What follows belongs to an exercise in optimizing a design on an open flow for small area, a short achievable clock period and few clock cycles per item; a production flow would make more cautious choices.
The RTL was checked by simulation tests, not by an equivalence proof against the original design.

// butterfly_pipe_unit
module butterfly_pipe_unit #(
    parameter int unsigned WIDTH         = 16,
    parameter int unsigned FRACTION_BITS = 14,
    parameter int unsigned TAG_WIDTH     = 5
) (
    input  logic                 CLK,
    input  logic                 RST,
    input  logic                 in_valid,
    output logic                 in_ready,
    input  logic [WIDTH-1:0]     in_1_real,
    input  logic [WIDTH-1:0]     in_1_imag,
    input  logic [WIDTH-1:0]     in_2_real,
    input  logic [WIDTH-1:0]     in_2_imag,
    input  logic [WIDTH-1:0]     twiddle_real,
    input  logic [WIDTH-1:0]     twiddle_imag,
    input  logic [TAG_WIDTH-1:0] in_tag,
    input  logic                 mode_inverse,
    input  logic                 scale_half,
    output logic                 out_valid,
    input  logic                 out_ready,
    output logic [WIDTH-1:0]     even_real,
    output logic [WIDTH-1:0]     even_imag,
    output logic [WIDTH-1:0]     odd_real,
    output logic [WIDTH-1:0]     odd_imag,
    output logic [TAG_WIDTH-1:0] out_tag,
    output logic                 ovf_flag,
    input  logic                 ovf_clear
);
Size: about 4,100 cells after synthesis, roughly 400 flip-flops, roughly 180 I/O pins.
export LEC_CHECK = 0
export ABC_CLOCK_PERIOD_IN_PS = 3000
export CAP_MARGIN = 20
export CORE_MARGIN = 2
export CORE_UTILIZATION = 40
export SETUP_SLACK_MARGIN = 5
export SLEW_MARGIN = 20
create_clock -name core_clock -period 10.0 [get_ports {CLK}]
standard.sh (not shown) runs the stock make flow with config.mk's settings and CLKGATE_MAP_FILE= SYNTH_SCRIPT=/design/flow/synth_recipe.tcl, a recipe that flattens the netlist after the stock synthesis.
==> flow/flow/run.sh <==
#!/bin/bash
set -e
bash standard.sh SETUP_SLACK_MARGIN=${FLOW_MARGIN:-6.3} finish > standard.log 2>&1
Testbench counts at the start, summed over its fixed seeds: cycles 16,024, items 16,000.
Next try:
==> flow/flow/run.sh (replaced) <==
#!/bin/bash
set -e
bash standard.sh SETUP_SLACK_MARGIN=${FLOW_MARGIN:-5.8} finish > standard.log 2>&1
Routed wire length is lower by 2.2%; synthesized cell count does not change; setup slack gains 16 ps; area after synthesis does not change; critical path depth stays the same; via count is lower by 2.2%; clock-buffer cell count is lower by 9; design area is lower by 7.3%; first-iteration DRC count is higher by 1.5%.

---

butterfly_pipe_unit, a different RTL version from the one above (not shown whole).
For scale: about 4200 cells after synthesis, roughly 180 I/O pins, about 50000 sq um of cells after synthesis.
==> flow/config.mk <==
export PLATFORM = sky130hd
export DESIGN_NAME = butterfly_pipe_unit
export DESIGN_NICKNAME = butterfly_pipe_unit
export VERILOG_FILES = /design/flow/design.v
export SDC_FILE = /design/flow/constraint.sdc
export NUM_CORES = 4
export LEC_CHECK = 0
export ABC_CLOCK_PERIOD_IN_PS = 3000
export CAP_MARGIN = 20
export CORE_MARGIN = 2
export CORE_UTILIZATION = 40
export SETUP_SLACK_MARGIN = 5
export SLEW_MARGIN = 20
==> flow/constraint.sdc <==
create_clock -name core_clock -period 10.0 [get_ports {CLK}]
set_input_delay 2.0000 -clock core_clock [delete_from_list [all_inputs] [get_ports {CLK}]]
set_output_delay 2.0000 -clock core_clock [all_outputs]
set_load 0.01 [all_outputs]
==> flow/flow/run.sh <==
#!/bin/bash
set -e
bash standard.sh SETUP_SLACK_MARGIN=${FLOW_MARGIN:-6.7} \
  "BUFFER_PORTS_ARGS=-buffer_cell sky130_fd_sc_hd__buf_2" finish > standard.log 2>&1
Testbench counts at the start, summed over its fixed seeds: cycles 16,032, items 16,000.
==> next run, changes <==
==> flow/flow/run.sh (replaced) <==
#!/bin/bash
set -e
bash standard.sh SETUP_SLACK_MARGIN=${FLOW_MARGIN:-6.65} \
  "BUFFER_PORTS_ARGS=-buffer_cell sky130_fd_sc_hd__buf_1" finish > standard.log 2>&1
- CORE_UTILIZATION: 40 -> 55
- PLACE_DENSITY: default -> 0.72
What happened: Non-clock buffer count fell by 24. Worst setup slack got worse by 0.019 ns. Via count rose by 1.9%. Synthesized cell count is unchanged.
==> next run, changes <==
==> flow/flow/run.sh (replaced) <==
#!/bin/bash
set -e
bash standard.sh SETUP_SLACK_MARGIN=${FLOW_MARGIN:-6.5} \
  "BUFFER_PORTS_ARGS=-buffer_cell sky130_fd_sc_hd__buf_2" finish > standard.log 2>&1
- CORE_UTILIZATION: 55 -> 40
- CTS_BUF_LIST: default -> sky130_fd_sc_hd__clkbuf_8
- PLACE_DENSITY: 0.72 -> default
=>
- global-route usage went down by 7.9 points
- cell area went down by about 1.6%
- setup slack hardly moves

---

== north ==
Starting RTL as in the previous note.
// butterfly_pipe_unit
module butterfly_pipe_unit #(
    parameter int unsigned WIDTH         = 16,
    parameter int unsigned FRACTION_BITS = 14,
    parameter int unsigned TAG_WIDTH     = 5
) (
    input  logic                 CLK,
    input  logic                 RST,
    input  logic                 in_valid,
    output logic                 in_ready,
    input  logic [WIDTH-1:0]     in_1_real,
    input  logic [WIDTH-1:0]     in_1_imag,
    input  logic [WIDTH-1:0]     in_2_real,
    input  logic [WIDTH-1:0]     in_2_imag,
    input  logic [WIDTH-1:0]     twiddle_real,
    input  logic [WIDTH-1:0]     twiddle_imag,
    input  logic [TAG_WIDTH-1:0] in_tag,
    input  logic                 mode_inverse,
    input  logic                 scale_half,
    output logic                 out_valid,
    input  logic                 out_ready,
    output logic [WIDTH-1:0]     even_real,
    output logic [WIDTH-1:0]     even_imag,
    output logic [WIDTH-1:0]     odd_real,
    output logic [WIDTH-1:0]     odd_imag,
    output logic [TAG_WIDTH-1:0] out_tag,
    output logic                 ovf_flag,
    input  logic                 ovf_clear
);
export LEC_CHECK = 0
export ABC_CLOCK_PERIOD_IN_PS = 3000
export CAP_MARGIN = 20
export CORE_MARGIN = 2
export CORE_UTILIZATION = 65
export PLACE_DENSITY = 0.85
export SETUP_SLACK_MARGIN = 5
export SLEW_MARGIN = 20
create_clock -name core_clock -period 10.0 [get_ports {CLK}]
==> flow/flow/run.sh <==
#!/bin/bash
set -e
bash standard.sh SETUP_SLACK_MARGIN=${FLOW_MARGIN:-6.5} \
  "BUFFER_PORTS_ARGS=-buffer_cell sky130_fd_sc_hd__buf_1" finish > standard.log 2>&1
Testbench counts of north, summed over its fixed seeds: cycles 16,032, items 16,000.
Here is what was changed in the inputs of south compared with north.
- CORE_UTILIZATION changed from 65 to 40
- PLACE_DENSITY removed (was 0.85)
==> flow/flow/run.sh <==
#!/bin/bash
set -e
bash standard.sh SETUP_SLACK_MARGIN=${FLOW_MARGIN:-6.5} \
  "BUFFER_PORTS_ARGS=-buffer_cell sky130_fd_sc_hd__buf_2" finish > standard.log 2>&1
Findings:
Summary of south over north: sequential share of layout area fell 0.83 points; area of the die rose 62%; layout buffer count excluding clock buffers rose 8.
The capture point of the worst path comes out cs2i_q[30]$_DFFE_PP_ in one run and cs2i_q[16]$_DFFE_PP_ in the other, namely in south and north respectively.
Changes observed in south relative to north: critical path depth lower; worst path setup slack after routing higher; delay contributed by the slowest stage of the critical path roughly the same.

---

rev 12:
butterfly_pipe_unit again, from the RTL that the note above started with.
Settings: LEC_CHECK=0, ABC_CLOCK_PERIOD_IN_PS=3000, CAP_MARGIN=20, CORE_MARGIN=2, CORE_UTILIZATION=55, PLACE_DENSITY=0.72, SETUP_SLACK_MARGIN=5, SLEW_MARGIN=20; clock period 10.0 ns.
==> flow/flow/run.sh <==
#!/bin/bash
set -e
bash standard.sh SETUP_SLACK_MARGIN=${FLOW_MARGIN:-6.3} \
  "BUFFER_PORTS_ARGS=-buffer_cell sky130_fd_sc_hd__buf_1" finish > standard.log 2>&1
Testbench counts of rev 12, summed over its fixed seeds: cycles 16,032, items 16,000.
Input changes introduced in rev 13 (baseline for comparison: rev 12):
==> flow/flow/run.sh <==
#!/bin/bash
set -e
bash standard.sh SETUP_SLACK_MARGIN=${FLOW_MARGIN:-6.5} \
  "BUFFER_PORTS_ARGS=-buffer_cell sky130_fd_sc_hd__buf_1" finish > standard.log 2>&1
Notes after the runs:
~same count of multi-input gates in rev 12 and rev 13
Summary of rev 13 over rev 12: final worst hold slack ~0 delta, final cycle utilization of the critical path -1.7 points, clock-buffer cell count -1, non-filler instance count after layout +about 0.8%.
Rev 13 reached the end of the flow, and the finished layout is clean on the timing, DRC and antenna checks.

==> separate check: timing with driven ports <==
Ports are ideal in the flow. The routed layouts listed here were re-timed in OpenROAD. Step 1 assumes that a clkbuf_16 drives the clock port and a buf_2 every other input. Step 2 also shifts input and output timing later by t, the mid clock arrival at the registers, as if the neighbouring blocks saw the same clock. Three values: no drivers, after step 1, after step 2; two values: the first two.
run	shift t [ns]	slack for setup (ns)	worst hold slack (ns)	worst setup path after step 2	slew at the worst register clock pin (ns)
the first run of note 1	0.715	5.605 / 5.605 / 5.605	0.420 / 0.420 / 0.420	register to register	0.07 / 0.07
the second run of note 1	0.725	5.621 / 5.621 / 5.621	0.422 / 0.422 / 0.422	register to register	0.07 / 0.07
the first run of note 2	0.746	6.525 / 6.525 / 6.111	0.418 / 0.418 / 0.418	input to register	0.07 / 0.07
the second run of note 2	0.693	6.506 / 6.506 / 6.149	0.418 / 0.418 / 0.418	input to register	0.06 / 0.06
the third run of note 2	0.877	6.504 / 6.472 / 5.918	0.420 / 0.420 / 0.420	input to register	0.07 / 0.07
north	0.704	6.458 / 6.458 / 6.133	0.420 / 0.420 / 0.420	input to register	0.07 / 0.07
south	0.736	6.509 / 6.509 / 6.104	0.419 / 0.419 / 0.419	input to register	0.06 / 0.06
rev 12	0.726	6.347 / 6.347 / 5.844	0.417 / 0.417 / 0.417	input to register	0.07 / 0.07
rev 13	0.708	6.520 / 6.520 / 6.075	0.418 / 0.418 / 0.418	input to register	0.06 / 0.06
After both steps setup and hold are still met in every run listed. For the third run of note 2, which loses most, drivers alone change the setup slack by -0.032 ns; drivers and shift together by -0.586 ns.
